This is an optimization exercise on Yosys and OpenROAD, whose aim is small area, not a production implementation.
Function was checked by simulation only, so behaviour that the tests miss may differ from the original.
Power figures rest on the tool's default switching activity, not on a simulated workload.

File: standard.sh
#!/bin/bash
# synth_recipe.tcl (not shown) runs the flow's synth.tcl, then flattens the netlist and writes it again
# the make line also repeats each setting of config.mk as NAME=value (left out here)
make -C /OpenROAD-flow-scripts/flow DESIGN_CONFIG=/design/flow/config.mk WORK_HOME=/design/flow/orfs CLKGATE_MAP_FILE= SYNTH_SCRIPT=/design/flow/synth_recipe.tcl "${@:-finish}"
File: flow/run.sh
#!/bin/bash
# Layout flow: the standard synthesis, then the combinational logic between the
# registers re-mapped by ABC for area (registers, their names and cells kept), then
# the standard layout with the ports buffered by the smallest buffer.
set -euo pipefail
W=$(pwd)
F=$W/flow
R=$W/orfs/results/${FLOW_PLATFORM}/csma_ca_mac_controller/base
LIB=$FLOW_HOME/platforms/${FLOW_PLATFORM}/lib/sky130_fd_sc_hd__tt_025C_1v80.lib

bash standard.sh synth > $W/std_synth.log 2>&1

SEQ=$(python3 $F/seqcells.py $LIB)
DU=$(sed -n '/DONT_USE_CELLS += /,/^#/p' $FLOW_HOME/platforms/${FLOW_PLATFORM}/config.mk \
      | grep -o "sky130_fd_sc_hd__[a-z0-9_]*" | sed 's/^/-dont_use /' | tr '\n' ' ')
cp $R/1_2_yosys.v $W/std_1_2_yosys.v
sed -e "s#@SEQ@#$SEQ#; s#@NET@#$W/std_1_2_yosys.v#; s#@TOP@#$FLOW_TOP#; \
        s#@SCRIPT@#$F/area.abc#; s#@LIB@#$LIB#g; s#@DONTUSE@#$DU#; s#@STAT@#$W/remap_stat.txt#; \
        s#@OUT@#$W/remap.v#" $F/remap.ys.in > $W/remap.ys
yosys -s $W/remap.ys > $W/remap.log 2>&1
cp $W/remap.v $R/1_2_yosys.v
touch $R/1_2_yosys.v

bash standard.sh "BUFFER_PORTS_ARGS=-buffer_cell sky130_fd_sc_hd__buf_1" finish > $W/std_layout.log 2>&1
File: flow/remap.ys.in
read_liberty -ignore_miss_func @LIB@
blackbox @SEQ@
read_verilog @NET@
hierarchy -top @TOP@
flatten
hierarchy -top @TOP@
opt -purge
techmap
opt -fast -purge
abc -script @SCRIPT@ -liberty @LIB@ @DONTUSE@
opt_clean -purge
hilomap -singleton -hicell sky130_fd_sc_hd__conb_1 HI -locell sky130_fd_sc_hd__conb_1 LO
insbuf -buf sky130_fd_sc_hd__buf_1 A X
splitnets
opt_clean -purge
tee -o @STAT@ stat -liberty @LIB@
write_verilog -noattr -nohex -nodec @OUT@
File: config.mk
export PLATFORM = sky130hd
export DESIGN_NAME = csma_ca_mac_controller
export DESIGN_NICKNAME = csma_ca_mac_controller
export VERILOG_FILES = /design/flow/design.v
export SDC_FILE = /design/flow/constraint.sdc
export NUM_CORES = 4
export LEC_CHECK = 0
export CAP_MARGIN = 20
export CORE_MARGIN = 2
export CORE_UTILIZATION = 55
export CTS_BUF_LIST = sky130_fd_sc_hd__clkbuf_4 sky130_fd_sc_hd__clkbuf_8
export GPL_TIMING_DRIVEN = 0
export SLEW_MARGIN = 20
File: flow/seqcells.py
#!/usr/bin/env python3
"""Print the names of a liberty file's cells that hold state (ff, latch or statetable groups)."""
import re, sys
txt = open(sys.argv[1]).read()
names = []
for m in re.finditer(r'\n\s*cell\s*\(\s*"?(\w+)"?\s*\)\s*\{', txt):
    start = m.end(); depth = 1; j = start
    while depth:
        c = txt[j]
        if c == '{': depth += 1
        elif c == '}': depth -= 1
        j += 1
    if re.search(r'\b(ff|latch|ff_bank|latch_bank|statetable)\s*\(', txt[start:j - 1]):
        names.append(m.group(1))
print(' '.join(names))
File: flow/area.abc
&get -n
&deepsyn -T 240
&put
&get -n
&dch -f
&nf -a -R 1000
&put
topo
File: constraint.sdc
create_clock -name core_clock -period 11.0 [get_ports {clk}]
set_input_delay 2.2000 -clock core_clock [delete_from_list [all_inputs] [get_ports {clk}]]
set_output_delay 2.2000 -clock core_clock [all_outputs]
set_load 0.01 [all_outputs]
File: design.v
package csma_pkg;
  localparam int SUB_SLOTS_DEF = 90;
  localparam int KIND_W = 3;
  localparam int MED_W = 2;
  localparam int ADDR_W = 48;
  localparam int DRAW_W = 32;
  localparam int ACT_W = 4;
  localparam int MST_W = 3;
  localparam int CFG_IDX_W = 3;
  localparam int CFG_DATA_W = 16;
  localparam int TIME_W = 16;
  localparam int CW_W = 10;
  localparam int RETRY_W = 4;
  localparam int CW_FULL_W = 26;
  localparam int CW_TOP = 1021;
  localparam logic [KIND_W-1:0] K_TICK = 3'd0;
  localparam logic [KIND_W-1:0] K_FRAME = 3'd1;
  localparam logic [KIND_W-1:0] K_MEDIUM = 3'd2;
  localparam logic [KIND_W-1:0] K_RX_END = 3'd3;
  localparam logic [KIND_W-1:0] K_TX_DONE = 3'd4;
  localparam logic [MED_W-1:0] MED_IDLE = 2'd0;
  localparam logic [MED_W-1:0] MED_RECV = 2'd2;
  localparam logic [MST_W-1:0] M_IDLE = 3'd0;
  localparam logic [MST_W-1:0] M_DEFER = 3'd1;
  localparam logic [MST_W-1:0] M_DIFS = 3'd2;
  localparam logic [MST_W-1:0] M_BACKOFF = 3'd3;
  localparam logic [MST_W-1:0] M_TRANSMIT = 3'd4;
  localparam logic [MST_W-1:0] M_ACKWAIT = 3'd5;
  localparam logic [MST_W-1:0] M_RECEIVE = 3'd6;
  localparam logic [MST_W-1:0] M_SIFS = 3'd7;
  localparam logic [ACT_W-1:0] A_NONE = 4'd0;
  localparam logic [ACT_W-1:0] A_SEND_DATA = 4'd1;
  localparam logic [ACT_W-1:0] A_SEND_ACK = 4'd2;
  localparam logic [ACT_W-1:0] A_DELIVER = 4'd3;
  localparam logic [ACT_W-1:0] A_DROP_FCS = 4'd4;
  localparam logic [ACT_W-1:0] A_DROP_ADDR = 4'd5;
  localparam logic [ACT_W-1:0] A_TX_OK = 4'd6;
  localparam logic [ACT_W-1:0] A_TX_BCAST = 4'd7;
  localparam logic [ACT_W-1:0] A_GIVE_UP = 4'd8;
  localparam logic [ACT_W-1:0] A_RETRY = 4'd9;
  localparam logic [CFG_IDX_W-1:0] R_USE_ACK = 3'd0;
  localparam logic [CFG_IDX_W-1:0] R_DIFS = 3'd1;
  localparam logic [CFG_IDX_W-1:0] R_SIFS = 3'd2;
  localparam logic [CFG_IDX_W-1:0] R_ACK_TO = 3'd3;
  localparam logic [CFG_IDX_W-1:0] R_CW_MIN = 3'd4;
  localparam logic [CFG_IDX_W-1:0] R_CW_MAX = 3'd5;
  localparam logic [CFG_IDX_W-1:0] R_CW_MC = 3'd6;
  localparam logic [CFG_IDX_W-1:0] R_RETRY = 3'd7;
  typedef struct packed {
    logic capture;   
    logic eval;      
    logic load;      
    logic step;      
    logic commit;    
  } cmd_t;
  typedef struct packed {
    logic gen_needed;
    logic div_last;
    logic out_free;
  } status_t;
endpackage
module csma_ctrl (
  input  logic       clk,
  input  logic       rst,
  input  logic       take,    
  input  logic       run,     
  output logic [5:0] cnt
);
  always_ff @(posedge clk) begin
    if (rst || take) cnt <= '0;
    else if (run && !(cnt[5] && cnt[4])) cnt <= cnt + 6'd1;
  end
endmodule
module csma_dp #(
  parameter int SUB_SLOTS = csma_pkg::SUB_SLOTS_DEF
) (
  input  logic                             clk,
  input  logic                             rst,
  input  logic [5:0]                       cnt,
  output logic                             run,
  output logic                             take,
  output logic                             out_valid,
  input  logic                             cfg_valid,
  input  logic [csma_pkg::CFG_IDX_W-1:0]   cfg_index,
  input  logic [csma_pkg::CFG_DATA_W-1:0]  cfg_data,
  input  logic                             in_valid,
  input  logic [csma_pkg::KIND_W-1:0]      kind,
  input  logic [csma_pkg::MED_W-1:0]       medium_req,
  input  logic                             fcs_ok,
  input  logic                             for_us,
  input  logic                             frame_is_ack,
  input  logic                             dest_broadcast,
  input  logic                             dest_multicast,
  input  logic [csma_pkg::ADDR_W-1:0]      source_address,
  input  logic [csma_pkg::DRAW_W-1:0]      random_draw,
  input  logic                             out_ready,
  output logic [csma_pkg::ACT_W-1:0]       action,
  output logic [csma_pkg::MST_W-1:0]       mac_state,
  output logic [csma_pkg::ADDR_W-1:0]      ack_destination,
  output logic                             want_frame
);
  localparam logic [6:0] SUB_TOP = 7'(SUB_SLOTS - 1);
  logic                          use_ack;
  logic [csma_pkg::TIME_W-1:0]   difs_ticks, sifs_ticks, ack_timeout_ticks;
  logic [csma_pkg::CW_W-1:0]     cw_min, cw_max, cw_multicast;
  logic [csma_pkg::RETRY_W-1:0]  retry_limit;
  logic [csma_pkg::MST_W-1:0]    mst;
  logic                          held, hbc, hmc;
  logic                          bo_valid;
  logic [9:0]                    bo_slots;
  logic [6:0]                    bo_sub;
  logic [csma_pkg::TIME_W-1:0]   timer;
  logic [csma_pkg::RETRY_W-1:0]  retry;
  logic [csma_pkg::ADDR_W-1:0]   ack_addr;
  logic [csma_pkg::MST_W-1:0]    st;
  logic                          fl_held, fl_bc, fl_mc, bv;
  logic [csma_pkg::RETRY_W-1:0]  rc, grc;
  logic [csma_pkg::ACT_W-1:0]    act;
  logic                          sf, eb, gen, gmc, free_m, recv_m, tz, running;
  logic                          ld_difs, ld_sifs, ld_ack, ld_bo, ld_aa, slot_dec;
  logic [csma_pkg::TIME_W-1:0]   tdec;
  logic [9:0]                    slots_dec;
  assign running = (cnt != 6'd0);
  assign tz = (timer[csma_pkg::TIME_W-1:1] == '0) || running;
  assign tdec = (timer == '0) ? csma_pkg::TIME_W'(SUB_TOP) : timer - csma_pkg::TIME_W'(1);
  assign slots_dec = bo_slots - 10'd1;
  always_comb begin
    st = mst; fl_held = held; fl_bc = hbc; fl_mc = hmc; bv = bo_valid; rc = retry;
    act = csma_pkg::A_NONE;
    sf = 1'b0; eb = 1'b0; gen = 1'b0; gmc = 1'b0; grc = retry;
    ld_difs = 1'b0; ld_sifs = 1'b0; ld_ack = 1'b0; ld_bo = 1'b0; ld_aa = 1'b0;
    slot_dec = 1'b0;
    free_m = (medium_req == csma_pkg::MED_IDLE);
    recv_m = (medium_req == csma_pkg::MED_RECV);
    if (kind == csma_pkg::K_FRAME) begin
      if (!fl_held) begin
        fl_held = 1'b1; fl_bc = dest_broadcast; fl_mc = dest_multicast;
        bv = 1'b0; rc = '0;
        if (st == csma_pkg::M_IDLE) sf = 1'b1;
      end
    end else begin
      case (st)
        csma_pkg::M_DEFER: begin
          if (kind == csma_pkg::K_MEDIUM) begin
            if (free_m) sf = 1'b1;
            else if (recv_m) st = csma_pkg::M_RECEIVE;
          end
        end
        csma_pkg::M_DIFS: begin
          if (kind == csma_pkg::K_TICK) begin
            if (tz) eb = 1'b1;
          end else if (kind == csma_pkg::K_MEDIUM) begin
            if (recv_m) st = csma_pkg::M_RECEIVE;
            else if (!free_m) st = csma_pkg::M_DEFER;
          end
        end
        csma_pkg::M_BACKOFF: begin
          if (kind == csma_pkg::K_TICK) begin
            slot_dec = (timer == '0);
            if (((timer == '0) ? (bo_slots == 10'd1) : (bo_slots == 10'd0)) &&
                (tdec[6:0] == bo_sub || bo_sub == SUB_TOP)) begin
              bv = 1'b0;
              st = csma_pkg::M_TRANSMIT;
              act = csma_pkg::A_SEND_DATA;
            end
          end else if (kind == csma_pkg::K_MEDIUM && !free_m) begin
            st = recv_m ? csma_pkg::M_RECEIVE : csma_pkg::M_DEFER;
          end
        end
        csma_pkg::M_TRANSMIT: begin
          if (kind == csma_pkg::K_TX_DONE) begin
            if (fl_bc) begin
              fl_held = 1'b0; fl_bc = 1'b0; fl_mc = 1'b0; bv = 1'b0; rc = '0;
              st = csma_pkg::M_IDLE; act = csma_pkg::A_TX_BCAST;
            end else if (!use_ack) begin
              fl_held = 1'b0; fl_bc = 1'b0; fl_mc = 1'b0; bv = 1'b0; rc = '0;
              st = csma_pkg::M_IDLE; act = csma_pkg::A_TX_OK;
            end else begin
              ld_ack = 1'b1;
              st = csma_pkg::M_ACKWAIT;
            end
          end
        end
        csma_pkg::M_ACKWAIT: begin
          if (kind == csma_pkg::K_RX_END) begin
            if (fcs_ok && for_us && frame_is_ack) begin
              fl_held = 1'b0; fl_bc = 1'b0; fl_mc = 1'b0; bv = 1'b0; rc = '0;
              st = csma_pkg::M_IDLE; act = csma_pkg::A_TX_OK;
            end
          end else if (kind == csma_pkg::K_TICK) begin
            if (tz) begin
              st = csma_pkg::M_IDLE;
              if (rc >= retry_limit) begin
                fl_held = 1'b0; fl_bc = 1'b0; fl_mc = 1'b0; bv = 1'b0; rc = '0;
                act = csma_pkg::A_GIVE_UP;
              end else begin
                rc = rc + csma_pkg::RETRY_W'(1);
                gen = 1'b1; gmc = fl_bc | fl_mc; grc = rc;
                bv = 1'b1;
                act = csma_pkg::A_RETRY;
              end
            end
          end
        end
        csma_pkg::M_RECEIVE: begin
          if (kind == csma_pkg::K_RX_END) begin
            st = csma_pkg::M_IDLE;
            if (!fcs_ok) act = csma_pkg::A_DROP_FCS;
            else if (frame_is_ack) act = csma_pkg::A_NONE;
            else if (dest_broadcast) act = csma_pkg::A_DELIVER;
            else if (for_us) begin
              act = csma_pkg::A_DELIVER;
              if (use_ack) begin
                ld_aa = 1'b1;
                ld_sifs = 1'b1;
                st = csma_pkg::M_SIFS;
              end
            end else act = csma_pkg::A_DROP_ADDR;
          end
        end
        csma_pkg::M_SIFS: begin
          if (kind == csma_pkg::K_TICK) begin
            if (tz) begin
              st = csma_pkg::M_IDLE;
              act = csma_pkg::A_SEND_ACK;
            end
          end
        end
        default: ;
      endcase
    end
    if (!sf && st == csma_pkg::M_IDLE) begin
      if (recv_m) st = csma_pkg::M_RECEIVE;
      else if (fl_held) sf = 1'b1;
    end
    if (sf) begin
      if (!free_m) st = csma_pkg::M_DEFER;
      else if (use_ack) begin
        ld_difs = 1'b1;
        st = csma_pkg::M_DIFS;
      end else eb = 1'b1;
    end
    if (eb) begin
      if (!bv) begin
        gen = 1'b1; gmc = fl_bc | fl_mc; grc = rc;
        bv = 1'b1;
      end
      ld_difs = 1'b0;
      ld_bo = 1'b1;
      st = csma_pkg::M_BACKOFF;
    end
  end
  logic [csma_pkg::ACT_W-1:0] act_r;
  assign run = in_valid && gen && !rst;
  assign take = in_valid && !out_valid && !rst && (!gen || (cnt[5] && cnt[4]));
  always_ff @(posedge clk) begin
    if (rst) out_valid <= 1'b0;
    else if (take) out_valid <= 1'b1;
    else if (out_ready) out_valid <= 1'b0;
  end
  always_ff @(posedge clk) begin
    if (take) act_r <= act;
  end
  assign action = act_r;
  assign mac_state = mst;
  assign ack_destination = (act_r == csma_pkg::A_SEND_ACK) ? ack_addr : '0;
  assign want_frame = (mst == csma_pkg::M_IDLE) && !held;
  logic        ph_load, ph_win, ph_div, win_it;
  logic [10:0] z;
  logic [9:0]  cw, cw_eff;
  logic [3:0]  it_n;
  assign ph_load = (cnt == 6'd0);
  assign ph_win  = (cnt[5:4] == 2'b00) && !ph_load;
  assign ph_div  = (cnt[5] ^ cnt[4]);
  assign it_n    = cnt[3:0] - 4'd1;
  assign win_it  = ph_win && !gmc && (it_n <= grc);
  assign z       = timer[10:0];
  assign cw      = z[10:1];
  assign cw_eff  = (cw[9:1] == 9'd0) ? 10'd2 : cw;
  logic [6:0]  s1;
  logic [7:0]  v;
  logic        b, h, e, ge;
  logic [10:0] q1;
  logic [11:0] diff;
  logic [9:0]  q_step;
  logic [6:0]  s_step;
  always_comb begin
    b = random_draw[{cnt[4], ~cnt[3:0]}];
    v = {bo_sub, !b};
    h = (v < 8'(SUB_SLOTS));
    s1 = h ? v[6:0] : 7'(v - 8'(SUB_SLOTS));
    q1 = {bo_slots, h};
    e = b ? 1'b0 : (bo_sub == SUB_TOP || bo_sub == 7'((SUB_SLOTS - 2) / 2));
    diff = {1'b0, q1} + 12'd2 - {2'b0, cw_eff} - {11'd0, e};
    ge = !diff[11];
    q_step = ge ? diff[9:0] : q1[9:0];
    s_step = ge ? (e ? 7'd0 : s1 + 7'd1) : s1;
  end
  always_ff @(posedge clk) begin
    if (rst) begin
      use_ack <= 1'b1;
      difs_ticks <= '0; sifs_ticks <= '0; ack_timeout_ticks <= '0;
      cw_min <= csma_pkg::CW_W'(31); cw_max <= csma_pkg::CW_W'(1023);
      cw_multicast <= csma_pkg::CW_W'(31); retry_limit <= csma_pkg::RETRY_W'(7);
    end else if (cfg_valid) begin
      unique case (cfg_index)
        csma_pkg::R_USE_ACK: use_ack <= cfg_data[0];
        csma_pkg::R_DIFS:    difs_ticks <= cfg_data;
        csma_pkg::R_SIFS:    sifs_ticks <= cfg_data;
        csma_pkg::R_ACK_TO:  ack_timeout_ticks <= cfg_data;
        csma_pkg::R_CW_MIN:  cw_min <= cfg_data[csma_pkg::CW_W-1:0];
        csma_pkg::R_CW_MAX:  cw_max <= cfg_data[csma_pkg::CW_W-1:0];
        csma_pkg::R_CW_MC:   cw_multicast <= cfg_data[csma_pkg::CW_W-1:0];
        csma_pkg::R_RETRY:   retry_limit <= cfg_data[csma_pkg::RETRY_W-1:0];
        default: ;
      endcase
    end
  end
  always_ff @(posedge clk) begin
    if (rst) begin
      mst <= csma_pkg::M_IDLE; held <= 1'b0; bo_valid <= 1'b0;
    end else if (take) begin
      mst <= st; held <= fl_held; bo_valid <= bv;
    end
  end
  logic       t_difs, t_sifs, t_ack, t_bo, t_dec, t_wl, t_wi, t_en;
  logic [csma_pkg::TIME_W-1:0] t_nv;
  assign t_difs = take && ld_difs;
  assign t_sifs = take && ld_sifs;
  assign t_ack  = take && ld_ack;
  assign t_bo   = take && ld_bo;
  assign t_dec  = take && (kind == csma_pkg::K_TICK) && !(ld_difs || ld_sifs || ld_ack || ld_bo);
  assign t_wl   = run && ph_load;
  assign t_wi   = run && win_it;
  assign t_en   = t_difs || t_sifs || t_ack || t_bo || t_dec || t_wl || t_wi;
  assign t_nv   = ({16{t_difs}} & difs_ticks) | ({16{t_sifs}} & sifs_ticks)
                | ({16{t_ack}} & ack_timeout_ticks) | ({16{t_bo}} & csma_pkg::TIME_W'(SUB_TOP))
                | ({16{t_dec}} & tdec)
                | ({16{t_wl}} & (gmc ? {5'd0, cw_multicast, 1'b1} : {6'd0, cw_min}))
                | ({16{t_wi}} & {5'd0, (z > {1'b0, cw_max}) ? cw_max : z[9:0], 1'b1});
  logic       b_wl, b_div, b_dec;
  assign b_wl  = run && ph_load;
  assign b_div = run && ph_div;
  assign b_dec = take && slot_dec;
  always_ff @(posedge clk) begin
    if (rst) begin
      hbc <= 1'b0; hmc <= 1'b0; retry <= '0; ack_addr <= '0;
      timer <= '0; bo_slots <= '0; bo_sub <= '0;
    end else begin
      if (take) begin
        hbc <= fl_bc; hmc <= fl_mc; retry <= rc;
        if (ld_aa) ack_addr <= source_address;
      end
      if (t_en) timer <= t_nv;
      if (b_wl || b_div || b_dec) begin
        bo_slots <= ({10{b_div}} & q_step) | ({10{b_dec}} & slots_dec);
      end
      if (b_wl || b_div) begin
        bo_sub <= ({7{b_div}} & s_step) | ({7{b_wl}} & SUB_TOP);
      end
    end
  end
endmodule
module csma_ca_mac_controller #(
  parameter int SUB_SLOTS = csma_pkg::SUB_SLOTS_DEF
) (
  input  logic                             clk,
  input  logic                             rst,
  input  logic                             in_valid,
  output logic                             in_ready,
  input  logic [csma_pkg::KIND_W-1:0]      kind,
  input  logic [csma_pkg::MED_W-1:0]       medium_req,
  input  logic                             fcs_ok,
  input  logic                             for_us,
  input  logic                             frame_is_ack,
  input  logic                             dest_broadcast,
  input  logic                             dest_multicast,
  input  logic [csma_pkg::ADDR_W-1:0]      source_address,
  input  logic [csma_pkg::DRAW_W-1:0]      random_draw,
  output logic                             out_valid,
  input  logic                             out_ready,
  output logic [csma_pkg::ACT_W-1:0]       action,
  output logic [csma_pkg::MST_W-1:0]       mac_state,
  output logic [csma_pkg::ADDR_W-1:0]      ack_destination,
  output logic                             want_frame,
  input  logic                             cfg_valid,
  output logic                             cfg_ready,
  input  logic [csma_pkg::CFG_IDX_W-1:0]   cfg_index,
  input  logic [csma_pkg::CFG_DATA_W-1:0]  cfg_data
);
  logic [5:0] cnt;
  logic       run, take;
  assign cfg_ready = 1'b1;
  assign in_ready = take;
  csma_ctrl u_ctrl (
    .clk  (clk),
    .rst  (rst),
    .take (take),
    .run  (run),
    .cnt  (cnt)
  );
  csma_dp #(.SUB_SLOTS(SUB_SLOTS)) u_dp (
    .clk             (clk),
    .rst             (rst),
    .cnt             (cnt),
    .run             (run),
    .take            (take),
    .out_valid       (out_valid),
    .cfg_valid       (cfg_valid),
    .cfg_index       (cfg_index),
    .cfg_data        (cfg_data),
    .in_valid        (in_valid),
    .kind            (kind),
    .medium_req      (medium_req),
    .fcs_ok          (fcs_ok),
    .for_us          (for_us),
    .frame_is_ack    (frame_is_ack),
    .dest_broadcast  (dest_broadcast),
    .dest_multicast  (dest_multicast),
    .source_address  (source_address),
    .random_draw     (random_draw),
    .out_ready       (out_ready),
    .action          (action),
    .mac_state       (mac_state),
    .ack_destination (ack_destination),
    .want_frame      (want_frame)
  );
endmodule
==> results of run 1 <==
[placed cells by master, fill, tap and decap left out, types with 9 or more instances in the layout]
cell / count
dfxtp_1: 182
buf_1: 178
a22o_1: 110
nand2_1: 90
nor2_1: 68
and2_0: 55
o21ai_0: 45
a21oi_1: 41
nand3_1: 28
nor3_1: 27
clkinv_1: 26
nand2b_1: 24
o22a_1: 21
xnor2_1: 19
clkbuf_8: 18
a222oi_1: 15
and3_1: 13
o22ai_1: 12
nor2b_1: 10
nor4_1: 9
or2_0: 9
a22oi_1: 9
[routing by layer]
layer / GRT usage [%] / up-vias
met1: 41.0 / 3966
met2: 47.4 / 375
met3: 5.20 / 46
met4: 9.40 / 0
li1: - / 4099
met5: 0 / -
[power by group through the flow]
stage	combinational (µW)	sequential (µW)	clock, µW
2_1_floorplan	80.6	710	0
3_5_place_dp	132	715	0
4_1_cts	132	699	457
5_1_grt	148	701	483
3_3_place_gp	127	714	0
6_report	134	699	451
[tightest hold or removal path, stage by stage, from the launching register on]
cell and delay (ns):
dfxtp_1 0.33, nand2_1 0.04, o21ai_0 0.05
[layout make-up]
class	instances	area, µm²
Clock buffer	19	255
Fill cell	1349	5120
Tap cell	211	264
Sequential cell	186	3760
Multi-Input combinational cell	741	4800
Buffer	8	30.0
Timing Repair Buffer	183	788
Inverter	26	97.6
Clock inverter	12	134
[per-stage QoR]
| step | worst slack [ns] | util, % |
|---|---|---|
| 3_5_place_dp | 1.50 | 63.9 |
| 4_1_cts | 1.38 | 66.4 |
| 3_3_place_gp | 0.234 | 62.5 |
| 6_report | 1.33 | 66.4 |
| 2_1_floorplan | 3.19 | - |
| 5_1_grt | 0.760 | 66.4 |
[flip-flops by register name, indices dropped and copies added, names as in the netlist, 6 cells and up]
signal                  flops
u_dp.ack_addr              48
u_dp.ack_timeout_ticks     16
u_dp.difs_ticks            16
u_dp.sifs_ticks            16
u_dp.timer                 16
u_dp.bo_slots              10
u_dp.cw_max                10
u_dp.cw_min                10
u_dp.cw_multicast          10
u_dp.bo_sub                 7
u_ctrl.cnt                  6
[final timing paths]
path | startpoint | end | slack (ns)
max | u_dp.timer[10]$_SDFFE_PP0P_ | in_ready | 1.33
min | u_dp.bo_valid$_SDFFE_PP0N_ | u_dp.bo_valid$_SDFFE_PP0N_ | 0.46
max reg2reg | u_dp.timer[10]$_SDFFE_PP0P_ | u_dp.timer[12]$_SDFFE_PP0P_ | 1.99
min reg2reg | u_dp.bo_valid$_SDFFE_PP0N_ | u_dp.bo_valid$_SDFFE_PP0N_ | 0.46
==> out/results.tsv, run 1 <==
metric	value	unit
status	complete, no violations	
yosys_warnings	2	
vias	8486	
ir_drop	88.9	µV
drt_iter0_drc	702	
place.gp.congestion	0.959	
report.power.total	1280	µW
timing.fmax	0.103	GHz
cp_top_family	simple AND/OR/NAND/NOR gates	
h-tree-depth	4	
hold_slack	0.460	ns
cts_resized	0	
grt_pass1_vias	7597	
cts.reportedPaths.clkPinSlew	0.10	ns
finalSetupTns	0	ns
period_share	87.9	%
power_frac_comb	10.4	%
endpoint_kind	output port	
critPathLaunchType	flip-flop	
m1WireLength	11000	µm
start_util	56.6	%
synth.avg_cell_area	8.99	µm²
clkPwrFrac	35.1	%
top_layer	met4	
firstDrtPassIters	6	
numCtsBuffers	17	
crit_chain	nor2_1 > nand2_1 > nor4_1 > nand4_1 > nor2_1 > o21ai_0 > nand4_1 > and3_1 > nand3_1 > nor3_1 > o21ai_0 > o21ai_0 > nor2_1 > nor3_1 > a21boi_0 > or2_0 > clkinv_1 > buf_1	
min_path_type	flip-flop to flip-flop	
die_y	129	µm
pwr-share-seq	54.5	%
drc_errors	0	
power.switching	355	µW
antenna_left	0	
cp_slowest_stage_delay	0.78	ns
rsz0062_at_grt	false	
dpl_cell_area	9750	µm²
drive_above_1_share	5.02	%
finClkSkew	0.0200	ns
drv_slew	0	
powerDensity	127	nW/µm²
cts_root_buf	clkbuf_8	
synth_fp_nets	1075	
cts_tree	done	
ioPinCount	173	
hold_path_depth	2	
critical_path.max_fanout	17	
totalWireLength	24800	µm
placed_cells	1355	
diodes	0	
max_slew_margin	30.4	%
viasPerCell	6.12	
syn_area	8640	µm²
synthCells	961	
antenna_found_initial	0	
swShare	27.7	%
hold_viol_final	0	
globalRouteTotalUtil	29.6	%
cts_setup_buffers	0	
syn_to_final_growth	17.4	%
stdcell_count	1386	
wl_met3	1950	µm
crit_arrival	7.47	ns
cap_violations	0	
rows	45	
leakagePower	0.00362	µW
setup_violations	0	
period_minus_slack	9.67	ns
critPathSlowestCell	nor4_1	
worstSkewPairLatency	0.48	ns
numPortBuffers	171	
fp.dieW	129	µm
tightest_slew	1.04	ns
worst-path-stages	18	
overflow	0	
required	8.80	ns
stdcell_area	10100	µm²
grt_first_pass_wirelength	39400	µm
clock-sinks	186	
postCtsHoldBufs	0	
intPower	929	µW
critPathBufInv	2	
cts_buffer_depth	2	
dp_hpwl	18100	µm
coreArea	15300	µm²
route.met2.wl	11300	µm
grt_max_degree	33	
nets	1277	
ff2ff_path_depth	24	
crit_type	flip-flop to output port	
wl_per_cell	17.9	µm
die-area	16700	µm²
==> run 2: changes to the inputs <==
--- a/design.v
+++ b/design.v
@@ -345,4 +345,9 @@
   always_ff @(posedge clk) begin
+    if (take) begin
+      hbc <= fl_bc; hmc <= fl_mc; retry <= rc;
+    end
+  end
+  always_ff @(posedge clk) begin
     if (rst) begin
-      hbc <= 1'b0; hmc <= 1'b0; retry <= '0; ack_addr <= '0;
+      ack_addr <= '0;
       timer <= '0; bo_slots <= '0; bo_sub <= '0;
@@ -350,3 +355,2 @@
       if (take) begin
-        hbc <= fl_bc; hmc <= fl_mc; retry <= rc;
         if (ld_aa) ack_addr <= source_address;
==> run 2 against run 1 <==
  * Final cell count grew 0.36%
  * Synthesized area grew 0.41%
  * Critical path type is now input port to output port
  * Critical path depth is the same
  * Cell area is 0.53% higher
  * Largest power group unchanged
  * Sequential power grew 1%
  * Die area increased by 0.39%
  * Global-route usage fell by 0.31 points
  * Utilization up 0.11 points
  * Fmax fell by 0.12%
  * Count of clock-buffer cells in the layout up 1
  * Non-clock buffer count shrank 1
==> out/results.tsv, run 2 <==
metric	value	unit	change
clock-sinks	186		unchanged
cts_resized	0		unchanged
critPathLaunchType	input port		was flip-flop
fp.dieW	130	µm	was 129 µm
r2r_slack	3.66	ns	was 1.99 ns
drt_iter0_drc	681		was 702
viasPerCell	6.02		was 6.12
min_to	u_dp.bo_valid$_SDFFE_PP0N_		unchanged
totalWireLength	24600	µm	was 24800 µm
worstSkewPairLatency	0.47	ns	was 0.48 ns
synth_fp_nets	1081		was 1075
reg2reg_from	u_ctrl.cnt[0]$_SDFFE_PP0P_		was u_dp.timer[10]$_SDFFE_PP0P_
grt_pass1_vias	7451		was 7597
timing.fmax	0.103	GHz	about the same
rows	45		unchanged
start_util	56.6	%	about the same
mostFrequentLayoutCell	buf_1		was dfxtp_1
globalRouteTotalUtil	29.3	%	was 29.6%
grt_first_pass_wirelength	38900	µm	was 39400 µm
dp_hpwl	18000	µm	was 18100 µm
powerDensity	130	nW/µm²	was 127 nW/µm²
finish.utilization	66.5	%	was 66.4%
firstDrtPassIters	5		was 6
rsz0062_at_grt	false		unchanged
die-area	16800	µm²	was 16700 µm²
layout_common_cells	buf_1 (178), dfxtp_1 (176), a22o_1 (111)		was dfxtp_1 (182), buf_1 (178), a22o_1 (110)
cts_buffer_depth	2		unchanged
drc_errors	0		unchanged
synth.avg_cell_area	8.97	µm²	was 8.99 µm²
numPortBuffers	171		unchanged
cts_root_buf	clkbuf_8		unchanged
vias	8379		was 8486
max_slew_margin	34.1	%	was 30.4%
dpl_cell_area	9770	µm²	was 9750 µm²
numCtsBuffers	17		unchanged
place.gp.congestion	0.889		was 0.959
largest_reg_flops	48		unchanged
diodes	0		unchanged
yosys_warnings	2		unchanged
wl_per_cell	17.7	µm	was 17.9 µm
hold_start	u_dp.bo_valid$_SDFFE_PP0N_		unchanged
required	8.80	ns	about the same
hold_path_depth	2		unchanged
stdcell_count	1391		was 1386
grt_max_degree	35		was 33
postCtsHoldBufs	0		unchanged
antenna_left	0		unchanged
setup_violations	0		unchanged
cap_violations	0		unchanged
ir_drop	129	µV	was 88.9 µV
nets	1282		was 1277
coreArea	15300	µm²	about the same
cts.reportedPaths.clkPinSlew	0.09	ns	was 0.10 ns
critical_path.max_fanout	20		was 17
drive_above_1_share	5.08	%	was 5.02%
ff2ff_path_depth	32		was 24
die_y	130	µm	was 129 µm
h-tree-depth	4		unchanged
rr_endpoint	u_dp.bo_slots[9]$_SDFFE_PP0P_		was u_dp.timer[12]$_SDFFE_PP0P_
endpoint_kind	output port		unchanged
crit_type	input port to output port		was flip-flop to output port
crit_arrival	7.48	ns	was 7.47 ns
antenna_found_initial	0		unchanged
finClkSkew	0.0172	ns	was 0.0200 ns
min_path_type	flip-flop to flip-flop		unchanged
period_minus_slack	9.68	ns	was 9.67 ns
syn_to_final_growth	17.5	%	was 17.4%
tightest_slew	0.981	ns	was 1.04 ns
ioPinCount	173		unchanged
cts_tree	done		unchanged
overflow	0		unchanged
report.power.total	1330	µW	was 1280 µW
status	complete, no violations		unchanged
hold_viol_final	0		unchanged
leakagePower	0.00364	µW	was 0.00362 µW
stdcell_area	10200	µm²	was 10100 µm²
drv_slew	0		unchanged
syn_area	8670	µm²	was 8640 µm²
cts_setup_buffers	0		unchanged
period_share	88.0	%	was 87.9%
top_register	u_dp.ack_addr		unchanged
synthCells	967		was 961
placed_cells	1360		was 1355
==> run 2: critical path: stages <==
cell,delay [ns]
buf_1,0.19
nor3_1,0.48
nor2b_1,0.30
nand2_1,0.13
or2_0,0.32
nor2_1,0.46
nor3_1,0.19
nand2_1,0.13
a21oi_1,0.09
a21oi_1,0.29
nand3_1,0.19
o21ai_0,0.33
or2_0,0.20
and3_1,0.24
nand2_1,0.17
nand3_1,0.45
clkinv_1,0.79
buf_1,0.31
==> run 2: power by group <==
group          switching [µW]  internal, µW
Combinational            96.2          58.4
Sequential               15.1           692
Clock                     248           219
Total                     359           969
==> run 2: area by class of cell <==
cell class,count,area (µm²)
plain buffers,8,30.0
clock buffers,20,269
clock inverters,11,141
fillers,1371,5120
inverters,28,105
multi-input cells,745,4780
flip-flops and latches,186,3820
well taps,211,264
repair buffers,182,778
==> run 2: worst max-delay path by stage <==
| stage | start | to | slack [ns] | depth (start not counted) |
|---|---|---|---|---|
| finish | kind[1] | in_ready | 1.32 | 18 |
| global route | kind[1] | in_ready | 0.85 | 18 |
| CTS | kind[1] | in_ready | 1.43 | 18 |
| detailed placement | kind[1] | in_ready | 1.45 | 18 |
| global placement | kind[1] | u_dp.ack_addr[36]$_SDFFE_PP0N_ | -2.45 | 18 |
| floorplan | kind[2] | u_dp.ack_addr[0]$_SDFFE_PP0N_ | 2.27 | 17 |
==> run 2: metrics by stage <==
stage / TNS, ns / hold WS, ns / worst slack (ns)
floorplan: 0 / 0.425 / 2.27
global placement: -117.05 / 0.438 / -2.45
detailed placement: 0 / 0.443 / 1.45
CTS: 0 / 0.464 / 1.43
global route: 0 / 0.479 / 0.852
finish: 0 / 0.465 / 1.32
==> run 2: routing by layer <==
layer / up-vias / track usage, % / part of all wire, %
met2: 292 / 46.7 / 46
met5: - / 0 / 0
li1: 4113 / - / -
met4: 0 / 8.67 / 1.7
met1: 3946 / 40.7 / 46
met3: 28 / 5.53 / 6.4
==> run 3: changes to the inputs <==
--- a/design.v
+++ b/design.v
@@ -81,3 +81,2 @@
   output logic                             take,
-  output logic                             out_valid,
   input  logic                             cfg_valid,
@@ -252,17 +251,8 @@
   end
-  logic [csma_pkg::ACT_W-1:0] act_r;
   assign run = in_valid && gen && !rst;
-  assign take = in_valid && !out_valid && !rst && (!gen || (cnt[5] && cnt[4]));
-  always_ff @(posedge clk) begin
-    if (rst) out_valid <= 1'b0;
-    else if (take) out_valid <= 1'b1;
-    else if (out_ready) out_valid <= 1'b0;
-  end
-  always_ff @(posedge clk) begin
-    if (take) act_r <= act;
-  end
-  assign action = act_r;
-  assign mac_state = mst;
-  assign ack_destination = (act_r == csma_pkg::A_SEND_ACK) ? ack_addr : '0;
-  assign want_frame = (mst == csma_pkg::M_IDLE) && !held;
+  assign take = in_valid && out_ready && !rst && (!gen || (cnt[5] && cnt[4]));
+  assign action = act;
+  assign mac_state = st;
+  assign ack_destination = (act == csma_pkg::A_SEND_ACK) ? ack_addr : '0;
+  assign want_frame = (st == csma_pkg::M_IDLE) && !fl_held;
   logic        ph_load, ph_win, ph_div, win_it;
@@ -345,9 +335,4 @@
   always_ff @(posedge clk) begin
-    if (take) begin
-      hbc <= fl_bc; hmc <= fl_mc; retry <= rc;
-    end
-  end
-  always_ff @(posedge clk) begin
     if (rst) begin
-      ack_addr <= '0;
+      hbc <= 1'b0; hmc <= 1'b0; retry <= '0; ack_addr <= '0;
       timer <= '0; bo_slots <= '0; bo_sub <= '0;
@@ -355,2 +340,3 @@
       if (take) begin
+        hbc <= fl_bc; hmc <= fl_mc; retry <= rc;
         if (ld_aa) ack_addr <= source_address;
@@ -398,2 +384,3 @@
   assign in_ready = take;
+  assign out_valid = take;
   csma_ctrl u_ctrl (
@@ -411,3 +398,2 @@
     .take            (take),
-    .out_valid       (out_valid),
     .cfg_valid       (cfg_valid),
==> flow/area.abc (replaced) <==
&get -n
&deepsyn -T 240
&put
dch -f
amap
topo
==> run 3 against run 2 <==
  * Count of clock-buffer cells in the layout is 3 lower
  * Combinational power is 25% lower
  * Critical endpoint is now u_dp.bo_slots[9]$_SDFFE_PP0P_
  * Flip-flop and latch count down 5
  * Highest routed layer unchanged
  * Largest power group unchanged
  * Via count rose by 9.0%
  * Power decreased by 5.3%
==> out/results.tsv, run 3 <==
metric	value	unit	change
leakagePower	0.00326	µW	was 0.00364 µW
powerDensity	124	nW/µm²	was 130 nW/µm²
critical_path.max_fanout	12		was 20
pwr-share-seq	53.3	%	was 53.2%
totalWireLength	24700	µm	was 24600 µm
hold_start	u_dp.cw_min[6]$_SDFFE_PP0P_		was u_dp.bo_valid$_SDFFE_PP0N_
tightest_slew	1.08	ns	was 0.981 ns
intPower	881	µW	was 969 µW
top_register	u_dp.ack_addr		unchanged
crit_arrival	9.28	ns	was 7.48 ns
reg2reg_from	u_dp.timer[3]$_SDFFE_PP0P_		was u_ctrl.cnt[0]$_SDFFE_PP0P_
layout_common_cells	clkinv_1 (236), nor2_1 (212), dfxtp_1 (181)		was buf_1 (178), dfxtp_1 (176), a22o_1 (111)
hold_path_depth	2		unchanged
overflow	0		unchanged
drc_errors	0		unchanged
dpl_cell_area	9700	µm²	was 9770 µm²
cts_setup_buffers	0		unchanged
cts_resized	0		unchanged
postCtsHoldBufs	0		unchanged
required	11.40	ns	was 8.80 ns
numCtsBuffers	17		unchanged
ff2ff_path_depth	31		was 32
cts.reportedPaths.clkPinSlew	0.11	ns	was 0.09 ns
max_slew_margin	27.8	%	was 34.1%
endpoint_kind	flip-flop		was output port
viasPerCell	5.52		was 6.02
stdcell_count	1654		was 1391
synth_fp_nets	1344		was 1081
drt_iter0_drc	761		was 681
critPathBufInv	4		was 3
cts_tree	done		unchanged
r2r_slack	3.12	ns	was 3.66 ns
timing.fmax	0.113	GHz	was 0.103 GHz
crit_start	kind[0]		was kind[1]
power.switching	378	µW	was 359 µW
ioPinCount	173		unchanged
min_to	u_dp.cw_min[6]$_SDFFE_PP0P_		was u_dp.bo_valid$_SDFFE_PP0N_
critPathLaunchType	input port		unchanged
synthCells	1230		was 967
synth.avg_cell_area	7.08	µm²	was 8.97 µm²
setup_violations	0		unchanged
critPathSlowestCell	a2111oi_2		was clkinv_1
ir_drop	103	µV	was 129 µV
rows	46		was 45
grt_first_pass_wirelength	39100	µm	was 38900 µm
wl_per_cell	15.0	µm	was 17.7 µm
period_share	80.7	%	was 88.0%
yosys_warnings	2		unchanged
crit_type	input port to flip-flop		was input port to output port
dp_hpwl	18500	µm	was 18000 µm
vias	9136		was 8379
diodes	0		unchanged
place.gp.congestion	0.981		was 0.889
cap_violations	0		unchanged
status	complete, no violations		unchanged
nets	1539		was 1282
h-tree-depth	4		unchanged
syn_to_final_growth	16.4	%	was 17.5%
cts_buffer_depth	2		unchanged
swShare	30.0	%	was 27.0%
mostFrequentLayoutCell	clkinv_1		was buf_1
stdcell_area	10100	µm²	was 10200 µm²
coreArea	15700	µm²	was 15300 µm²
antenna_left	0		unchanged
worstSkewPairLatency	0.48	ns	was 0.47 ns
rr_endpoint	u_dp.bo_slots[9]$_SDFFE_PP0P_		unchanged
clkPwrFrac	37.5	%	was 35.2%
drive_above_1_share	3.06	%	was 5.08%
finClkSkew	0.0210	ns	was 0.0172 ns
die_y	130	µm	about the same
globalRouteTotalUtil	29.2	%	was 29.3%
firstDrtPassIters	6		was 5
placed_cells	1622		was 1360
start_util	55.7	%	was 56.6%
min_path_type	flip-flop to flip-flop		unchanged
syn_area	8710	µm²	was 8670 µm²
die-area	16900	µm²	was 16800 µm²
hold_viol_final	0		unchanged
clock-sinks	181		was 186
grt_pass1_vias	7832		was 7451
largest_reg_flops	48		unchanged
drv_slew	0		unchanged
fillers	1511		was 1371
antenna_found_initial	0		unchanged
power_frac_comb	9.2	%	was 11.6%
cts_root_buf	clkbuf_8		unchanged
numPortBuffers	171		unchanged
grt_max_degree	49		was 35
rsz0062_at_grt	false		unchanged
cp_top_family	simple AND/OR/NAND/NOR gates		unchanged
cp_slowest_stage_delay	0.60	ns	was 0.79 ns
fp.dieW	130	µm	about the same
period_minus_slack	8.87	ns	was 9.68 ns
run 3: cell count changes in the layout (fill, tap and decap cells not counted), moves of 17 or more:
cell and change:
nand2b_1 -24, and2_0 -57, o21ai_0 +69, o22ai_1 +81
a22o_1 -111, nand3_1 -21, xnor2_1 -17, clkinv_1 +208
nand2_1 +21, o22a_1 -19, nor2_1 +147
run 3: worst max path at each step:
stage                                     to  slack [ns]  cells past startpoint
2_1_floorplan    u_dp.timer[15]$_SDFFE_PP0P_        2.82                     16
6_report       u_dp.bo_slots[9]$_SDFFE_PP0P_        2.13                     26
5_1_grt          u_dp.bo_sub[5]$_SDFFE_PP0P_        1.56                     40
4_1_cts        u_dp.bo_slots[9]$_SDFFE_PP0P_        2.21                     26
3_5_place_dp   u_dp.bo_slots[9]$_SDFFE_PP0P_        1.71                     26
3_3_place_gp     u_dp.timer[15]$_SDFFE_PP0P_       -0.75                     17
run 3: power groups by stage:
stage	logic (µW)	registers, µW	clock network [µW]
4_1_cts	115	670	478
2_1_floorplan	69.7	684	0
6_report	116	671	472
5_1_grt	130	672	503
3_3_place_gp	111	685	0
3_5_place_dp	114	685	0
run 3: per-layer routing:
layer / global-route usage [%] / vias up / wire [µm]
li1: - / 4673 / -
met5: 0 / - / 0
met2: 46.2 / 294 / 10900
met4: 9.11 / 0 / 492
met1: 40.6 / 4131 / 11900
met3: 5.45 / 38 / 1470
run 3: stage by stage:
| step | power, µW | setup TNS [ns] | worst slack, ns | utilization [%] | hold slack [ns] |
|---|---|---|---|---|---|
| 6_report | 1260 | 0 | 2.13 | 64.8 | 0.466 |
| 5_1_grt | 1300 | 0 | 1.56 | 64.8 | 0.483 |
| 4_1_cts | 1260 | 0 | 2.21 | 64.8 | 0.466 |
| 3_5_place_dp | 799 | 0 | 1.71 | 62.0 | 0.446 |
| 3_3_place_gp | 796 | -5.32 | -0.751 | 61.5 | 0.445 |
| 2_1_floorplan | 753 | 0 | 2.82 | - | 0.433 |
run 3: area by class of cell:
| cell class | count | area, µm² | area share, % |
|---|---|---|---|
| clock inverter | 15 | 201 | 1.99 |
| sequential | 181 | 3620 | 35.7 |
| clock buffer | 17 | 234 | 2.31 |
| buffer | 2 | 7.51 | 0.0741 |
| timing repair buffer | 176 | 697 | 6.87 |
| inverter | 237 | 891 | 8.79 |
| tap | 216 | 270 | 2.67 |
| multi-input combinational | 810 | 4210 | 41.6 |
run 3: worst register-to-register path, delay by kind of cell (launching register included):
kind                   cells  cell delay (ns)
DFF                        1             0.37
and+or+nand+nor           20             5.09
buffers and inverters      5             1.09
AOI/OAI and AO/OA          6             1.24
==> run 4: changes to the inputs <==
==> flow/area.abc (replaced) <==
&get -n
&deepsyn -T 240
&put
&get -n
&dch -f
&nf -a -R 1000
&put
topo
==> run 4 against run 3 <==
  * Final cell count decreased by 18%
  * Non-clock buffer count increased by 11
  * Synthesized area down 3.1%
  * Combinational power decreased by about 10%
  * Clock power is 14% lower
  * Fmax fell by 6.9%
  * Critical path type is now input port to output port
==> out/results.tsv, run 4 <==
metric	value	unit	change
fp.dieW	128	µm	was 130 µm
period_minus_slack	9.53	ns	was 8.87 ns
critPathLaunchType	input port		unchanged
top_register	u_dp.ack_addr		unchanged
clock-sinks	181		unchanged
die-area	16400	µm²	was 16900 µm²
synth.avg_cell_area	8.81	µm²	was 7.08 µm²
leakagePower	0.00361	µW	was 0.00326 µW
synthCells	958		was 1230
cap_violations	0		unchanged
antenna_found_initial	0		unchanged
stdcell_count	1363		was 1654
cts_setup_buffers	0		unchanged
nets	1278		was 1539
path_common_cell	nand2_1		
mostFrequentLayoutCell	dfxtp_1		was clkinv_1
r2r_slack	3.71	ns	was 3.12 ns
yosys_warnings	2		unchanged
crit_start	kind[0]		unchanged
crit_type	input port to output port		was input port to flip-flop
largest_reg_flops	48		unchanged
vias	8295		was 9136
postCtsHoldBufs	0		unchanged
report.power.total	1180	µW	was 1260 µW
pwr-share-seq	56.9	%	was 53.3%
swShare	27.1	%	was 30.0%
power.switching	321	µW	was 378 µW
rsz0062_at_grt	false		unchanged
max_slew_margin	29.9	%	was 27.8%
finClkSkew	0.0112	ns	was 0.0210 ns
crit_chain	buf_1 > nor3_1 > o211ai_1 > nor2_1 > o21ai_0 > a21o_1 > nand2_1 > a21oi_1 > nor4_1 > nand2_1 > nand2_1 > a21boi_0 > o21ai_0 > nand2_1 > o21ai_1 > clkinv_1 > buf_1 > buf_1		
worstSkewPairLatency	0.47	ns	was 0.48 ns
die_y	128	µm	was 130 µm
status	complete, no violations		unchanged
cts_buffer_depth	2		unchanged
ff2ff_path_depth	33		was 31
powerDensity	119	nW/µm²	was 124 nW/µm²
power_frac_comb	8.8	%	was 9.2%
syn_to_final_growth	17.3	%	was 16.4%
drv_slew	0		unchanged
cp_slowest_stage_delay	0.84	ns	was 0.60 ns
stdcell_area	9900	µm²	was 10100 µm²
cts_tree	done		unchanged
setup_violations	0		unchanged
period_share	86.6	%	was 80.7%
totalWireLength	24100	µm	was 24700 µm
h-tree-depth	4		unchanged
intPower	862	µW	was 881 µW
required	8.80	ns	was 11.40 ns
endpoint_kind	output port		was flip-flop
layout_common_cells	dfxtp_1 (181), buf_1 (173), a22o_1 (112)		was clkinv_1 (236), nor2_1 (212), dfxtp_1 (181)
grt_first_pass_wirelength	38600	µm	was 39100 µm
grt_pass1_vias	7569		was 7832
ir_drop	92.2	µV	was 103 µV
synth_fp_nets	1072		was 1344
timing.fmax	0.105	GHz	was 0.113 GHz
diodes	0		unchanged
drt_iter0_drc	658		was 761
min_path_type	flip-flop to flip-flop		unchanged
seq_area	3620	µm²	unchanged
rows	45		was 46
ioPinCount	173		unchanged
multi_input_area	4770	µm²	was 4210 µm²
cts_resized	0		unchanged
drc_errors	0		unchanged
viasPerCell	6.09		was 5.52
cts.reportedPaths.clkPinSlew	0.09	ns	was 0.11 ns
reg2reg_from	u_ctrl.cnt[0]$_SDFFE_PP0P_		was u_dp.timer[3]$_SDFFE_PP0P_
tightest_slew	1.04	ns	was 1.08 ns
numCtsBuffers	17		unchanged
antenna_left	0		unchanged
dpl_cell_area	9560	µm²	was 9700 µm²
firstDrtPassIters	7		was 6
drive_above_1_share	4.94	%	was 3.06%
overflow	0		unchanged
start_util	55.9	%	was 55.7%
place.gp.congestion	0.912		was 0.981
wl_per_cell	17.7	µm	was 15.0 µm
coreArea	15100	µm²	was 15700 µm²
grt_max_degree	28		was 49
hold_viol_final	0		unchanged
placed_cells	1333		was 1622
critical_path.max_fanout	11		was 12
clkPwrFrac	34.3	%	was 37.5%
fillers	1363		was 1511
critPathSlowestCell	o21ai_1		was a2111oi_2
cts_root_buf	clkbuf_8		unchanged
dp_hpwl	17800	µm	was 18500 µm
rr_endpoint	u_dp.bo_sub[5]$_SDFFE_PP0P_		was u_dp.bo_slots[9]$_SDFFE_PP0P_
syn_area	8440	µm²	was 8710 µm²
crit_arrival	7.33	ns	was 9.28 ns
numPortBuffers	171		unchanged
crit_path_end	out_valid		was u_dp.bo_slots[9]$_SDFFE_PP0P_
globalRouteTotalUtil	29.5	%	was 29.2%
-- run 4: layout make-up --
class                   count  share of cell area (%)
multi-input cells         749                    48.1
flip-flops and latches    181                    36.6
repair buffers            187                    8.33
clock buffers              18                    2.44
well taps                 188                    2.38
clock inverters            12                    1.06
inverters                  26                   0.986
plain buffers               2                  0.0758
-- run 4: through the flow --
step	TNS [ns]	worst slack, ns	utilization (%)	hold WS (ns)
finish	0	1.47	65.6	0.455
global route	0	1.03	65.6	0.480
CTS	0	1.57	65.6	0.457
detailed placement	0	1.58	63.3	0.443
global placement	-185.26	-3.87	61.7	0.440
floorplan	0	2.14	-	0.419
-- run 4: per-layer routing --
layer	wire [µm]	GRT usage (%)	share of wire (%)
met5	0	0	0
met4	505	10.5	2.1
met3	1710	5.05	7.1
met2	11000	47.9	46
met1	10900	39.7	45
-- run 4: how the worst min path moves through the flow --
| stage | from | end | slack [ns] | cells past startpoint |
|---|---|---|---|---|
| after floorplan | u_dp.cw_min[0]$_SDFFE_PP1P_ | u_dp.cw_min[0]$_SDFFE_PP1P_ | 0.42 | 2 |
| final | u_dp.cw_min[0]$_SDFFE_PP1P_ | u_dp.cw_min[0]$_SDFFE_PP1P_ | 0.45 | 2 |
| after CTS | u_dp.cw_min[0]$_SDFFE_PP1P_ | u_dp.cw_min[0]$_SDFFE_PP1P_ | 0.46 | 2 |
| after global placement | u_dp.cw_min[0]$_SDFFE_PP1P_ | u_dp.cw_min[0]$_SDFFE_PP1P_ | 0.44 | 2 |
| after global routing | u_dp.cw_min[0]$_SDFFE_PP1P_ | u_dp.cw_min[0]$_SDFFE_PP1P_ | 0.48 | 2 |
| after detailed placement | u_dp.cw_min[0]$_SDFFE_PP1P_ | u_dp.cw_min[0]$_SDFFE_PP1P_ | 0.44 | 2 |
-- run 4: worst max-delay path, delay by kind of cell --
| family | cells | cell delay, ns |
|---|---|---|
| AOI/OAI and AO/OA | 7 | 2.24 |
| buffers and inverters | 4 | 1.06 |
| and+or+nand+nor | 7 | 1.84 |
-- run 4: power groups by stage --
stage / clock network (µW) / logic (µW) / registers [µW]
floorplan: 0 / 57.3 / 685
global placement: 0 / 97.4 / 687
detailed placement: 0 / 103 / 688
CTS: 414 / 103 / 672
global route: 438 / 115 / 674
finish: 406 / 104 / 673
==> run 5: changes to the inputs <==
--- a/design.v
+++ b/design.v
@@ -335,4 +335,9 @@
   always_ff @(posedge clk) begin
+    if (take) begin
+      hbc <= fl_bc; hmc <= fl_mc; retry <= rc;
+    end
+  end
+  always_ff @(posedge clk) begin
     if (rst) begin
-      hbc <= 1'b0; hmc <= 1'b0; retry <= '0; ack_addr <= '0;
+      ack_addr <= '0;
       timer <= '0; bo_slots <= '0; bo_sub <= '0;
@@ -340,3 +345,2 @@
       if (take) begin
-        hbc <= fl_bc; hmc <= fl_mc; retry <= rc;
         if (ld_aa) ack_addr <= source_address;
==> run 5 against run 4 <==
  * Non-clock buffer count rose by 3
  * Clock power rose by 17%
  * Final cell count fell by 2.0%
  * Cell area rose by 0.21%
  * Power rose by 6.1%
  * Clock skew rose by 0.0032 ns
  * Fmax fell by 2.2%
  * Synthesized cell count fell by 3.3%
  * Synthesized area fell by 0.70%
  * Die area fell by 0.67%
  * Combinational power barely moved
  * Via count rose by 0.42%
  * Critical path type unchanged
  * Largest cell class unchanged
  * Highest routed layer unchanged
==> out/results.tsv, run 5 <==
metric	value	unit	change
hold_start	u_dp.retry_limit[3]$_SDFFE_PP0P_		was u_dp.cw_min[0]$_SDFFE_PP1P_
stdcell_area	9920	µm²	was 9900 µm²
cp_slowest_stage_delay	0.61	ns	was 0.84 ns
rr_endpoint	u_dp.timer[12]$_SDFFE_PP0P_		was u_dp.bo_sub[5]$_SDFFE_PP0P_
clock-sinks	181		unchanged
wl_per_cell	18.5	µm	was 17.7 µm
overflow	0		unchanged
m1WireLength	11100	µm	was 10900 µm
globalRouteTotalUtil	30.2	%	was 29.5%
cts_tree	done		unchanged
period_share	88.6	%	was 86.6%
crit_type	input port to output port		unchanged
cap_violations	0		unchanged
diodes	0		unchanged
critPathBufInv	4		unchanged
endpoint_kind	output port		unchanged
mostFrequentLayoutCell	dfxtp_1		unchanged
status	complete, no violations		unchanged
grt_pass1_vias	7519		was 7569
synthCells	926		was 958
cp_top_family	simple AND/OR/NAND/NOR gates		was compound AO/OA/AOI/OAI gates
fillers	1331		was 1363
critical_path.max_fanout	17		was 11
numPortBuffers	171		unchanged
nets	1249		was 1278
drv_slew	0		unchanged
powerDensity	126	nW/µm²	was 119 nW/µm²
top_layer	met4		unchanged
max_slew_margin	28.7	%	was 29.9%
cts_setup_buffers	0		unchanged
start_util	55.8	%	was 55.9%
r2r_slack	3.76	ns	was 3.71 ns
grt_first_pass_wirelength	39300	µm	was 38600 µm
yosys_warnings	2		unchanged
drt_iter0_drc	860		was 658
vias	8330		was 8295
report.power.total	1260	µW	was 1180 µW
cts.reportedPaths.clkPinSlew	0.10	ns	was 0.09 ns
layout_common_cells	dfxtp_1 (175), buf_1 (173), a22o_1 (111)		was dfxtp_1 (181), buf_1 (173), a22o_1 (112)
period_minus_slack	9.74	ns	was 9.53 ns
required	8.80	ns	about the same
cts_buffer_depth	2		unchanged
postCtsHoldBufs	0		unchanged
stdcell_count	1336		was 1363
cts_resized	0		unchanged
cts_root_buf	clkbuf_8		unchanged
coreArea	15000	µm²	was 15100 µm²
ff2ff_path_depth	20		was 33
die_y	127	µm	was 128 µm
drive_above_1_share	5.57	%	was 4.94%
synth_fp_nets	1040		was 1072
rows	45		unchanged
dp_hpwl	18000	µm	was 17800 µm
crit_arrival	7.54	ns	was 7.33 ns
crit_start	kind[1]		was kind[0]
antenna_found_initial	0		unchanged
setup_violations	0		unchanged
antenna_left	0		unchanged
timing.fmax	0.103	GHz	was 0.105 GHz
hold_slack	0.459	ns	was 0.455 ns
worstSkewPairLatency	0.46	ns	was 0.47 ns
grt_max_degree	36		was 28
syn_area	8380	µm²	was 8440 µm²
placed_cells	1303		was 1333
hold_viol_final	0		unchanged
wl_met3	1880	µm	was 1710 µm
numCtsBuffers	17		unchanged
route.met2.wl	11200	µm	was 11000 µm
drc_errors	0		unchanged
dpl_cell_area	9490	µm²	was 9560 µm²
ioPinCount	173		unchanged
reg2reg_from	u_ctrl.cnt[0]$_SDFFE_PP0P_		unchanged
min_to	u_dp.retry_limit[3]$_SDFFE_PP0P_		was u_dp.cw_min[0]$_SDFFE_PP1P_
tightest_slew	1.07	ns	was 1.04 ns
firstDrtPassIters	6		was 7
top_register	u_dp.ack_addr		unchanged
hold_path_depth	2		unchanged
critPathLaunchType	input port		unchanged
fp.dieW	127	µm	was 128 µm
ir_drop	97.0	µV	was 92.2 µV
critPathSlowestCell	clkinv_1		was o21ai_1
rsz0062_at_grt	false		unchanged
finClkSkew	0.0144	ns	was 0.0112 ns
path_common_cell	nor3_1		was nand2_1
syn_to_final_growth	18.4	%	was 17.3%
viasPerCell	6.24		was 6.09
h-tree-depth	4		unchanged
largest_reg_flops	48		unchanged
finish.utilization	66.0	%	was 65.6%
synth.avg_cell_area	9.05	µm²	was 8.81 µm²
crit_chain	buf_1 > nand3b_1 > nor3_1 > and3_1 > o21ai_0 > nor3_1 > nor3_1 > o22ai_1 > nand2_1 > nand3_1 > or2_0 > a31oi_1 > nor3_1 > nor2_1 > nor3b_1 > o21ai_0 > a21oi_1 > or2_0 > clkinv_1 > buf_1 > buf_1		was buf_1 > nor3_1 > o211ai_1 > nor2_1 > o21ai_0 > a21o_1 > nand2_1 > a21oi_1 > nor4_1 > nand2_1 > nand2_1 > a21boi_0 > o21ai_0 > nand2_1 > o21ai_1 > clkinv_1 > buf_1 > buf_1
die-area	16200	µm²	was 16400 µm²
place.gp.congestion	0.916		was 0.912
leakagePower	0.00360	µW	was 0.00361 µW
totalWireLength	24700	µm	was 24100 µm
min_path_type	flip-flop to flip-flop		unchanged
## run 5: changes by cell type in the layout (fill, tap and decap cells not counted), sizes merged, moves of 5 or more
cell / change
o21ai: -21
nor4: +6
nor2: -24
edfxtp: +6
nand2b: +6
dfxtp: -6
a222oi: +19
o221ai: -5
a221oi: -6
a21oi: +7
## run 5: worst max path at each step
stage / endpoint / cells past startpoint
floorplan: u_dp.ack_addr[0]$_SDFFE_PP0N_ / 7
global route: out_valid / 21
finish: out_valid / 21
global placement: u_dp.ack_addr[24]$_SDFFE_PP0N_ / 8
CTS: out_valid / 21
detailed placement: out_valid / 21
## run 5: metrics by stage
step	TNS [ns]	setup WS, ns
floorplan	0	0.708
global placement	-335.50	-6.65
detailed placement	0	1.44
CTS	0	1.44
global route	0	0.632
finish	0	1.26
## run 5: power by group
part	internal [µW]	switching (µW)	leakage (µW)
Combinational	37.8	64.3	0.00192
Clock	219	258	0.000217
Sequential	667	8.71	0.00147
## run 5: final cells by class
type                            count  area [µm²]  share of cell area, %
Sequential cell                   181        3680                   37.1
Clock inverter                     13         166                   1.68
Clock buffer                       19         255                   2.57
Inverter                           32         120                   1.21
Tap cell                          188         235                   2.37
Buffer                              2        7.51                 0.0757
Multi-Input combinational cell    711        4630                   46.6
Timing Repair Buffer              190         827                   8.33
## run 5: routing by layer
metal	track usage (%)	vias to the layer above
li1	-	4022
met1	42.2	3891
met2	47.3	374
met3	4.77	43
met4	11.4	0
met5	0	-
## run 5: worst reg2reg max path, stage by stage (launching register included)
cell      delay, ns
dfxtp_1        0.39
nor2_1         0.62
nand3_1        0.37
a31oi_1        0.34
nand3b_1       0.30
nor2_1         0.13
a21oi_1        0.17
or2_0          0.29
nand3_1        0.11
nor2_1         0.10
a31oi_1        0.05
nor3_1         0.34
nor2_1         0.23
nor3b_1        0.22
o21ai_0        0.26
a21oi_1        0.58
or2_0          0.47
clkinv_1       0.61
and3_1         0.64
a222oi_1       0.70
o211ai_1       0.19

what the ideal ports hide:
The results above use ideal ports. As a check the final layouts listed here were re-extracted and re-timed, cells and wires unchanged.
Step 1 assumes that a clkbuf_16 drives the clock port and a buf_2 every other input.
Step 2 moves the port delays by t, midway between the first and last clock arrival at a register: inputs arrive t later, outputs are due t later. That takes back most of the time a late clock gives input paths.
a / b / c = no drivers / after step 1 / after step 2; a / b = the first two.
run	t, ns	setup slack, ns	hold WS [ns]
run 1	0.509	1.327 / 1.289 / 1.356	0.460 / 0.460 / 0.460
run 2	0.502	1.316 / 1.296 / 1.296	0.465 / 0.465 / 0.465
run 3	0.511	2.125 / 2.144 / 1.633	0.466 / 0.466 / 0.466
run 4	0.506	1.472 / 1.450 / 1.450	0.455 / 0.455 / 0.455
run 5	0.493	1.256 / 1.234 / 1.234	0.459 / 0.459 / 0.459
After both steps setup and hold are still met in every run listed. The setup slack of run 3, which loses most, moves by +0.019 ns with the drivers and by -0.492 ns with both steps.
